This is an optimization exercise on Yosys and OpenROAD, whose aim is small area, a short achievable clock period and few clock cycles per item, not a production implementation.
In this exercise RTL edits were held to simulation tests only and were not proved equivalent to the original.
The flow treats the clock pin as an ideal source, which a real chip does not have.

==> inputs of wip/nickel <==
==> flow/design.v (excerpt) <==
module binconv_array_top (
  input  logic          clk_i,
  input  logic          rst_ni,
  input  logic          filter_mode_i,
  input  logic [2:0]    qw_i,
  input  logic [255:0]  act_data_i,
  input  logic          act_valid_i,
  output logic          act_ready_o,
  input  logic [35:0]   weight_data_i,
  input  logic          weight_valid_i,
  output logic          weight_ready_o,
  output logic [63:0]   pres_data_o,
  output logic          pres_valid_o,
  input  logic          pres_ready_i
);
  logic       mode_q;
  logic [2:0] qw_q;
  always_ff @(posedge clk_i) begin
    mode_q <= filter_mode_i;
    qw_q   <= qw_i;
  end
  logic [255:0] tile_q;
  logic [35:0]  plane_q;
  logic [35:0]  wtap;
  logic         compute, clear, out_load, tile_load, plane_load;
  logic [1:0]   align;
  assign align = 2'(3'd4 - qw_q);
  logic [63:0]  res;
  binconv_sequencer u_sequencer (
    .clk_i          ( clk_i          ),
    .rst_ni         ( rst_ni         ),
    .qw_i           ( qw_q           ),
    .act_valid_i    ( act_valid_i    ),
    .act_ready_o    ( act_ready_o    ),
    .weight_valid_i ( weight_valid_i ),
    .weight_ready_o ( weight_ready_o ),
    .pres_valid_o   ( pres_valid_o   ),
    .pres_ready_i   ( pres_ready_i   ),
    .tile_load_o    ( tile_load      ),
    .plane_load_o   ( plane_load     ),
    .compute_o      ( compute        ),
    .clear_o        ( clear          ),
    .out_load_o     ( out_load       )
  );
  binconv_hold_reg #( .W ( 256 ) ) u_tile_reg (
    .clk_i  ( clk_i       ),
    .en_i   ( tile_load   ),
    .data_i ( act_data_i  ),
    .data_o ( tile_q      )
  );
  binconv_hold_reg #( .W ( 36 ) ) u_plane_reg (
    .clk_i  ( clk_i          ),
    .en_i   ( plane_load     ),
    .data_i ( weight_data_i  ),
  ...
==> module binconv_sequencer, before the edit <==
module binconv_sequencer (
  input  logic        clk_i,
  input  logic        rst_ni,
  input  logic [2:0]  qw_i,
  input  logic        act_valid_i,
  output logic        act_ready_o,
  input  logic        weight_valid_i,
  output logic        weight_ready_o,
  output logic        pres_valid_o,
  input  logic        pres_ready_i,
  output logic        tile_load_o,
  output logic        plane_load_o,
  output logic        compute_o,
  output logic        clear_o,
  output logic        out_load_o
);
  logic       tv_q;     
  logic       wv_q;     
  logic       af_q;     
  logic       ov_q;     
  logic [1:0] cnt_q;    
  logic       ar_q;     
  logic       wr_q;
  logic compute, last, islast;
  logic tv_d, wv_d, af_d, ov_d;
  logic [1:0] cnt_d;
  assign islast  = (cnt_q == 2'(qw_i - 3'd1));
  assign compute = wv_q & tv_q & ~af_q;
  assign last    = compute & islast;
  assign tile_load_o  = ~tv_q | last;
  assign plane_load_o = ~wv_q | compute;
  assign act_ready_o    = ar_q;
  assign weight_ready_o = wr_q;
  assign pres_valid_o   = ov_q;
  assign compute_o  = compute;
  assign clear_o    = compute & (cnt_q == 2'd0);
  assign out_load_o = ~ov_q | pres_ready_i;
  assign tv_d  = (act_valid_i & ar_q) | (tv_q & ~last);
  assign wv_d  = (weight_valid_i & wr_q) | (wv_q & ~compute);
  assign af_d  = (last | af_q) & ov_q & ~pres_ready_i;
  assign ov_d  = last | af_q | (ov_q & ~pres_ready_i);
  assign cnt_d = compute ? (islast ? 2'd0 : cnt_q + 2'd1) : cnt_q;
  logic       islast_d;
  logic [1:0] ready_pr0, ready_pr1;    
  assign islast_d = (cnt_d == 2'(qw_i - 3'd1));
  always_comb begin
    logic af_n0, comp_n0, comp_n1;
    af_n0   = (last | af_q) & ov_q;
    comp_n0 = wv_d & tv_d & ~af_n0;
    comp_n1 = wv_d & tv_d;
    ready_pr0 = {~tv_d | (comp_n0 & islast_d), ~wv_d | comp_n0};
    ready_pr1 = {~tv_d | (comp_n1 & islast_d), ~wv_d | comp_n1};
  end
  always_ff @(posedge clk_i or negedge rst_ni) begin
    if (!rst_ni) begin
      tv_q  <= 1'b0;
      wv_q  <= 1'b0;
      af_q  <= 1'b0;
      ov_q  <= 1'b0;
      cnt_q <= 2'd0;
    end else begin
      tv_q  <= tv_d;
      wv_q  <= wv_d;
      af_q  <= af_d;
      ov_q  <= ov_d;
      cnt_q <= cnt_d;
    end
  end
  always_ff @(posedge clk_i) begin
    {ar_q, wr_q} <= pres_ready_i ? ready_pr1 : ready_pr0;
  end
endmodule
==> module binconv_array_top, before the edit <==
module binconv_array_top (
  input  logic          clk_i,
  input  logic          rst_ni,
  input  logic          filter_mode_i,
  input  logic [2:0]    qw_i,
  input  logic [255:0]  act_data_i,
  input  logic          act_valid_i,
  output logic          act_ready_o,
  input  logic [35:0]   weight_data_i,
  input  logic          weight_valid_i,
  output logic          weight_ready_o,
  output logic [63:0]   pres_data_o,
  output logic          pres_valid_o,
  input  logic          pres_ready_i
);
  logic       mode_q;
  logic [2:0] qw_q;
  always_ff @(posedge clk_i) begin
    mode_q <= filter_mode_i;
    qw_q   <= qw_i;
  end
  logic [255:0] tile_q;
  logic [35:0]  plane_q;
  logic [35:0]  wtap;
  logic         compute, clear, out_load, tile_load, plane_load;
  logic [1:0]   align;
  assign align = 2'(3'd4 - qw_q);
  logic [63:0]  res;
  binconv_sequencer u_sequencer (
    .clk_i          ( clk_i          ),
    .rst_ni         ( rst_ni         ),
    .qw_i           ( qw_q           ),
    .act_valid_i    ( act_valid_i    ),
    .act_ready_o    ( act_ready_o    ),
    .weight_valid_i ( weight_valid_i ),
    .weight_ready_o ( weight_ready_o ),
    .pres_valid_o   ( pres_valid_o   ),
    .pres_ready_i   ( pres_ready_i   ),
    .tile_load_o    ( tile_load      ),
    .plane_load_o   ( plane_load     ),
    .compute_o      ( compute        ),
    .clear_o        ( clear          ),
    .out_load_o     ( out_load       )
  );
  binconv_hold_reg #( .W ( 256 ) ) u_tile_reg (
    .clk_i  ( clk_i       ),
    .en_i   ( tile_load   ),
    .data_i ( act_data_i  ),
    .data_o ( tile_q      )
  );
  binconv_hold_reg #( .W ( 36 ) ) u_plane_reg (
    .clk_i  ( clk_i          ),
    .en_i   ( plane_load     ),
    .data_i ( weight_data_i  ),
    .data_o ( plane_q        )
  );
  binconv_window_map u_window_map (
    .wplane_i      ( plane_q ),
    .filter_mode_i ( mode_q  ),
    .en_i          ( compute ),
    .wtap_o        ( wtap    )
  );
  for (genvar p = 0; p < 4; p++) begin : g_pe
    localparam int PY = p / 2;
    localparam int PX = p % 2;
    logic [143:0] win;
    for (genvar r = 0; r < 9; r++) begin : g_row
      assign win[r*16 +: 16] = tile_q[((PY + r/3) * 4 + (PX + r%3)) * 16 +: 16];
    end
    binconv_pe u_pe (
      .clk_i     ( clk_i            ),
      .act_i     ( win              ),
      .wtap_i    ( wtap             ),
      .shift_i   ( compute          ),
      .clear_i   ( clear            ),
      .align_i   ( align            ),
      .res_o     ( res[p*16 +: 16]  )
    );
  end
  logic [51:0] res13, out_q;
  for (genvar p = 0; p < 4; p++) begin : g_res
    assign res13[p*13 +: 13]       = res[p*16 +: 13];
    assign pres_data_o[p*16 +: 16] = {3'b000, out_q[p*13 +: 13]};
  end
  binconv_hold_reg #( .W ( 52 ) ) u_out_reg (
    .clk_i  ( clk_i    ),
    .en_i   ( out_load ),
    .data_i ( res13    ),
    .data_o ( out_q    )
  );
endmodule
clock: 50.0 ns
lec_check: 0
cap_margin: 20
core_margin: 2
core_utilization: 65
place_density: 0.75
slew_margin: 20
synth_hierarchical: 1
standard.sh (not shown) runs the stock make flow with config.mk's settings and CLKGATE_MAP_FILE= SYNTH_SCRIPT=/design/flow/synth_recipe.tcl, a recipe that flattens the netlist after the stock synthesis.
==> flow/flow/run.sh <==
#!/bin/bash
# Own layout flow: the standard synthesis unchanged, then the standard ORFS
# layout with
#  - small port buffers: buf_1 on the inputs (the standard buffer_ports call,
#    inputs only) and buf_2 on the outputs (flow/post_gpl.tcl, right after
#    global placement),
#  - a setup margin, so that repair_timing works on the paths that set the
#    achieved period (the port paths),
#  - smaller, shallower clock-tree clusters,
set -euo pipefail
here=$(pwd)
bash standard.sh synth > synth.log 2>&1
bash standard.sh \
  'BUFFER_PORTS_ARGS=-inputs -buffer_cell sky130_fd_sc_hd__buf_1' \
  "POST_GLOBAL_PLACE_TCL=$here/flow/post_gpl.tcl" \
  SETUP_SLACK_MARGIN=38.8 \
  'CTS_ARGS=-sink_clustering_enable -repair_clock_nets -sink_clustering_size 24 -sink_clustering_max_diameter 100 -balance_levels -buf_list {sky130_fd_sc_hd__clkbuf_8 sky130_fd_sc_hd__clkbuf_16}' \
  "POST_CTS_TCL=$here/flow/post_cts.tcl" \
  finish > layout.log 2>&1
==> flow/flow/post_cts.tcl <==
set block [ord::get_db_block]
set clknet [$block findNet clk_i]
set iterms [$clknet getITerms]
if {[llength $iterms] == 1} {
  set root [[lindex $iterms 0] getInst]
  set master [[$root getMaster] getName]
  if {[string match "sky130_fd_sc_hd__clkbuf*" $master]} {
    set outnet ""
    foreach it [$root getITerms] {
      if {[$it isOutputSignal]} { set outnet [$it getNet] }
    }
    set loads {}
    foreach it [$outnet getITerms] {
      if {[$it getInst] != $root} { lappend loads $it }
    }
    set ok [expr {[llength $loads] <= 4 && [llength [$outnet getBTerms]] == 0}]
    foreach it $loads {
      if {![string match "sky130_fd_sc_hd__clkbuf*" [[[$it getInst] getMaster] getName]]} { set ok 0 }
    }
    if {$ok} {
      foreach it $loads { $it disconnect; $it connect $clknet }
      foreach it [$root getITerms] { $it disconnect }
      odb::dbInst_destroy $root
      odb::dbNet_destroy $outnet
      puts "post_cts: bypassed root clock buffer $master, port now drives [llength $loads] buffers"
    } else {
      puts "post_cts: root clock buffer kept ([llength $loads] loads)"
    }
  }
} else {
  puts "post_cts: clock port drives [llength $iterms] cells, left as is"
}
==> flow/flow/post_gpl.tcl <==
# Output ports get their own buffers here; the standard step buffered only
# the inputs (BUFFER_PORTS_ARGS=-inputs ...).
buffer_ports -outputs -buffer_cell sky130_fd_sc_hd__buf_2
==> wip/pepper (differences from wip/nickel) <==
--- a/flow/design.v
+++ b/flow/design.v
@@ -59,2 +59,3 @@
   logic [1:0] cnt_d;
+  logic compute_d, last_d;
   assign islast  = (cnt_q == 2'(qw_i - 3'd1));
@@ -75,13 +76,4 @@
   assign cnt_d = compute ? (islast ? 2'd0 : cnt_q + 2'd1) : cnt_q;
-  logic       islast_d;
-  logic [1:0] ready_pr0, ready_pr1;    
-  assign islast_d = (cnt_d == 2'(qw_i - 3'd1));
-  always_comb begin
-    logic af_n0, comp_n0, comp_n1;
-    af_n0   = (last | af_q) & ov_q;
-    comp_n0 = wv_d & tv_d & ~af_n0;
-    comp_n1 = wv_d & tv_d;
-    ready_pr0 = {~tv_d | (comp_n0 & islast_d), ~wv_d | comp_n0};
-    ready_pr1 = {~tv_d | (comp_n1 & islast_d), ~wv_d | comp_n1};
-  end
+  assign compute_d = wv_d & tv_d & ~af_d;
+  assign last_d    = compute_d & (cnt_d == 2'(qw_i - 3'd1));
   always_ff @(posedge clk_i or negedge rst_ni) begin
@@ -93,2 +85,4 @@
       cnt_q <= 2'd0;
+      ar_q  <= 1'b1;
+      wr_q  <= 1'b1;
     end else begin
@@ -99,7 +93,6 @@
       cnt_q <= cnt_d;
+      ar_q  <= ~tv_d | last_d;
+      wr_q  <= ~wv_d | compute_d;
     end
   end
-  always_ff @(posedge clk_i) begin
-    {ar_q, wr_q} <= pres_ready_i ? ready_pr1 : ready_pr0;
-  end
 endmodule
==> flow/flow/run.sh (replaced) <==
#!/bin/bash
# Own layout flow: the standard synthesis unchanged, then the standard ORFS
# layout with small port buffers (buffer_ports -buffer_cell) and a setup
# margin so that repair_timing works on the paths that set the period.
set -euo pipefail
bash standard.sh synth > synth.log 2>&1
bash standard.sh \
  'BUFFER_PORTS_ARGS=-buffer_cell sky130_fd_sc_hd__buf_2' \
  SETUP_SLACK_MARGIN=38.8 \
  finish > layout.log 2>&1
--- a/flow/config.mk
+++ b/flow/config.mk
@@ -9,4 +9,4 @@
 export CORE_MARGIN = 2
-export CORE_UTILIZATION = 65
-export PLACE_DENSITY = 0.75
+export CORE_UTILIZATION = 40
+export PLACE_DENSITY = 0.6
 export SLEW_MARGIN = 20
removed: flow/flow/post_cts.tcl
removed: flow/flow/post_gpl.tcl
==> wip/quartz (differences from wip/nickel) <==
--- a/flow/design.v
+++ b/flow/design.v
@@ -46,4 +46,3 @@
   output logic        compute_o,
-  output logic        clear_o,
-  output logic        out_load_o
+  output logic        clear_o
 );
@@ -69,3 +68,2 @@
   assign clear_o    = compute & (cnt_q == 2'd0);
-  assign out_load_o = ~ov_q | pres_ready_i;
   assign tv_d  = (act_valid_i & ar_q) | (tv_q & ~last);
@@ -488,4 +486,3 @@
     .compute_o      ( compute        ),
-    .clear_o        ( clear          ),
-    .out_load_o     ( out_load       )
+    .clear_o        ( clear          )
   );
@@ -526,2 +523,3 @@
   end
+  assign out_load = ~pres_valid_o | pres_ready_i;
   logic [51:0] res13, out_q;
--- a/flow/flow/run.sh
+++ b/flow/flow/run.sh
@@ -15,3 +15,3 @@
   "POST_GLOBAL_PLACE_TCL=$here/flow/post_gpl.tcl" \
-  SETUP_SLACK_MARGIN=38.8 \
+  SETUP_SLACK_MARGIN=39.0 \
   'CTS_ARGS=-sink_clustering_enable -repair_clock_nets -sink_clustering_size 24 -sink_clustering_max_diameter 100 -balance_levels -buf_list {sky130_fd_sc_hd__clkbuf_8 sky130_fd_sc_hd__clkbuf_16}' \
==> flow/flow/post_cts.tcl (replaced) <==
set block [ord::get_db_block]
set clknet [$block findNet clk_i]

proc clk_out_net {inst} {
  foreach it [$inst getITerms] { if {[$it isOutputSignal]} { return [$it getNet] } }
  return ""
}
proc is_clkbuf {inst} { return [string match "sky130_fd_sc_hd__clkbuf*" [[$inst getMaster] getName]] }

set iterms [$clknet getITerms]
if {[llength $iterms] == 1 && [is_clkbuf [[lindex $iterms 0] getInst]]} {
  set root [[lindex $iterms 0] getInst]
  set outnet [clk_out_net $root]
  set loads {}
  foreach it [$outnet getITerms] { if {[$it getInst] != $root} { lappend loads $it } }
  set ok [expr {[llength $loads] <= 4 && [llength [$outnet getBTerms]] == 0}]
  foreach it $loads { if {![is_clkbuf [$it getInst]]} { set ok 0 } }
  if {$ok} {
    foreach it $loads { $it disconnect; $it connect $clknet }
    foreach it [$root getITerms] { $it disconnect }
    odb::dbInst_destroy $root
    odb::dbNet_destroy $outnet
    puts "post_cts: bypassed the root clock buffer"
  }
}

set n_split 0
while {1} {
  set drivers {}
  foreach it [$clknet getITerms] { lappend drivers [$it getInst] }
  if {[llength $drivers] >= 4} break
  set best ""; set bestn 0
  foreach d $drivers {
    if {![is_clkbuf $d]} continue
    set n [llength [[clk_out_net $d] getITerms]]
    if {$n > $bestn} { set best $d; set bestn $n }
  }
  if {$best eq "" || $bestn < 5} break
  set onet [clk_out_net $best]
  set sinks {}
  foreach it [$onet getITerms] { if {[$it getInst] != $best} { lappend sinks $it } }
  # split along the wider spread of the sinks
  set xs {}; set ys {}
  foreach it $sinks { set l [[$it getInst] getLocation]; lappend xs [lindex $l 0]; lappend ys [lindex $l 1] }
  set xr [expr {[tcl::mathfunc::max {*}$xs] - [tcl::mathfunc::min {*}$xs]}]
  set yr [expr {[tcl::mathfunc::max {*}$ys] - [tcl::mathfunc::min {*}$ys]}]
  set idx [expr {$xr >= $yr ? 0 : 1}]
  set keyed {}
  foreach it $sinks { lappend keyed [list [lindex [[$it getInst] getLocation] $idx] $it] }
  set keyed [lsort -integer -index 0 $keyed]
  set half [expr {[llength $keyed] / 2}]
  set moved [lrange $keyed $half end]
  incr n_split
  set name "clkbuf_split_${n_split}_clk_i"
  set nb [odb::dbInst_create $block [$best getMaster] $name]
  set nn [odb::dbNet_create $block "clknet_split_${n_split}_clk_i"]
  $nn setSigType CLOCK
  set sx 0; set sy 0
  foreach p $moved {
    set it [lindex $p 1]
    set l [[$it getInst] getLocation]
    set sx [expr {$sx + [lindex $l 0]}]; set sy [expr {$sy + [lindex $l 1]}]
    $it disconnect; $it connect $nn
  }
  set cnt [llength $moved]
  $nb setLocation [expr {$sx / $cnt}] [expr {$sy / $cnt}]
  $nb setPlacementStatus PLACED
  foreach it [$nb getITerms] {
    set mt [$it getMTerm]
    if {[$mt getSigType] eq "POWER" || [$mt getSigType] eq "GROUND"} continue
    if {[$it isOutputSignal]} { $it connect $nn } elseif {[$it isInputSignal]} { $it connect $clknet }
  }
  # the old buffer moves to the centre of the loads it keeps
  set sx 0; set sy 0; set kept [lrange $keyed 0 [expr {$half - 1}]]
  foreach p $kept { set l [[[lindex $p 1] getInst] getLocation]; set sx [expr {$sx + [lindex $l 0]}]; set sy [expr {$sy + [lindex $l 1]}] }
  $best setLocation [expr {$sx / [llength $kept]}] [expr {$sy / [llength $kept]}]
  puts "post_cts: split [$best getName] ($bestn pins) into two"
}
if {$n_split > 0} {
  detailed_placement
  check_placement -verbose
}
--- a/flow/config.mk
+++ b/flow/config.mk
@@ -9,4 +9,4 @@
 export CORE_MARGIN = 2
-export CORE_UTILIZATION = 65
-export PLACE_DENSITY = 0.75
+export CORE_UTILIZATION = 70
+export PLACE_DENSITY = 0.8
 export SLEW_MARGIN = 20
==> wip/amber (differences from wip/nickel) <==
--- a/flow/design.v
+++ b/flow/design.v
@@ -46,4 +46,3 @@
   output logic        compute_o,
-  output logic        clear_o,
-  output logic        out_load_o
+  output logic        clear_o
 );
@@ -69,3 +68,2 @@
   assign clear_o    = compute & (cnt_q == 2'd0);
-  assign out_load_o = ~ov_q | pres_ready_i;
   assign tv_d  = (act_valid_i & ar_q) | (tv_q & ~last);
@@ -488,4 +486,3 @@
     .compute_o      ( compute        ),
-    .clear_o        ( clear          ),
-    .out_load_o     ( out_load       )
+    .clear_o        ( clear          )
   );
@@ -526,2 +523,3 @@
   end
+  assign out_load = ~pres_valid_o | pres_ready_i;
   logic [51:0] res13, out_q;
--- a/flow/flow/run.sh
+++ b/flow/flow/run.sh
@@ -15,3 +15,3 @@
   "POST_GLOBAL_PLACE_TCL=$here/flow/post_gpl.tcl" \
-  SETUP_SLACK_MARGIN=38.8 \
+  SETUP_SLACK_MARGIN=39.0 \
   'CTS_ARGS=-sink_clustering_enable -repair_clock_nets -sink_clustering_size 24 -sink_clustering_max_diameter 100 -balance_levels -buf_list {sky130_fd_sc_hd__clkbuf_8 sky130_fd_sc_hd__clkbuf_16}' \
--- a/flow/config.mk
+++ b/flow/config.mk
@@ -9,4 +9,4 @@
 export CORE_MARGIN = 2
-export CORE_UTILIZATION = 65
-export PLACE_DENSITY = 0.75
+export CORE_UTILIZATION = 70
+export PLACE_DENSITY = 0.8
 export SLEW_MARGIN = 20
==> comparison <==
- Of wip/nickel and wip/pepper, wip/nickel has the higher fmax (gap about 1.5%, measured against wip/pepper).
- Routed wire length, highest first: wip/pepper, wip/quartz, wip/amber, wip/nickel.
- Via count: wip/pepper < wip/nickel < wip/amber < wip/quartz.
- Final cell count: wip/amber < wip/quartz < wip/nickel < wip/pepper.
- Synthesized cell count: wip/pepper is higher than wip/quartz (0.30%).
- Between wip/quartz and wip/nickel, the lower die area is in wip/quartz (gap about 7%, measured against wip/nickel).
- Against wip/nickel, the hold slack of wip/pepper is better by 0.023 ns.
==> figures <==
quantity	wip/pepper	wip/quartz	wip/nickel	wip/amber
Result of the run	finished clean	finished clean	finished clean	finished clean
Vias in the first global route	20,100	20,300	19,600	20,200
Worst setup path class	flip-flop to output pin	flip-flop to output pin	input port to flip-flop	flip-flop to output pin
Final non-filler cell total	3,356	2,883	2,943	2,879
Top fanout value on the critical path	2	1	41	1
Share of cells above drive strength 1	0.217	0.0722	0.0721	0.0714
Slowest stage delay, CP	0.54 ns	0.45 ns	0.58 ns	0.44 ns
Arrival time at the worst endpoint	1.22 ns	0.96 ns	11.42 ns	1.03 ns
Maximum number of pins on one net before global-route repair	81	88	81	88
Final hold slack	0.503 ns	0.524 ns	0.480 ns	0.525 ns
Met2 Usage GRT	0.431	0.670	0.606	0.670
Met1 wire length	41.6 mm	29.5 mm	32.1 mm	29.6 mm
Total buffers and inverters traversed by the critical path	1	1	2	1
Via density per instance	5.34	6.52	6.19	6.48
Overall die area	73,100 um2	42,100 um2	45,300 um2	42,100 um2
Die Width	270 um	205 um	213 um	205 um
Testbench counts of wip/nickel, summed over its fixed seeds: cycles 4,285, items 1,592.
Testbench counts of wip/pepper, summed over its fixed seeds: cycles 4,285, items 1,592.
Testbench counts of wip/quartz, summed over its fixed seeds: cycles 4,285, items 1,592.
Testbench counts of wip/amber, summed over its fixed seeds: cycles 4,285, items 1,592.

-- afterwards: timing with drivers on the ports --
How much do the figures lean on ideal ports? The routed layouts below were timed once more, with nothing changed but the port constraints.
Step 1, drivers: a clkbuf_16 drives clk_i and a buf_2 each remaining input, both assumed.
Step 2 adds t to the input delays and takes it off the output delays; t is the mean of the earliest and latest rising clock arrival at the registers after step 1. Input paths then give back, and output paths get back, about the clock's delay inside the block.
Three values: ideal, step 1, step 2; two values: the first two.
run	shift t [ns]	setup WS [ns]	worst hold slack (ns)	pins driven straight from the clock port
wip/nickel	0.508	38.948 / 38.888 / 38.498	0.480 / 0.480 / 0.480	2
wip/pepper	0.636	38.778 / 38.718 / 38.523	0.503 / 0.503 / 0.503	1
wip/quartz	0.468	39.042 / 38.910 / 38.764	0.524 / 0.524 / 0.524	4
wip/amber	0.503	38.974 / 38.892 / 38.756	0.525 / 0.525 / 0.525	2
After both steps setup and hold are still met in every run listed. The setup slack of wip/nickel, which loses most, moves by -0.060 ns with the drivers and by -0.450 ns with both steps.
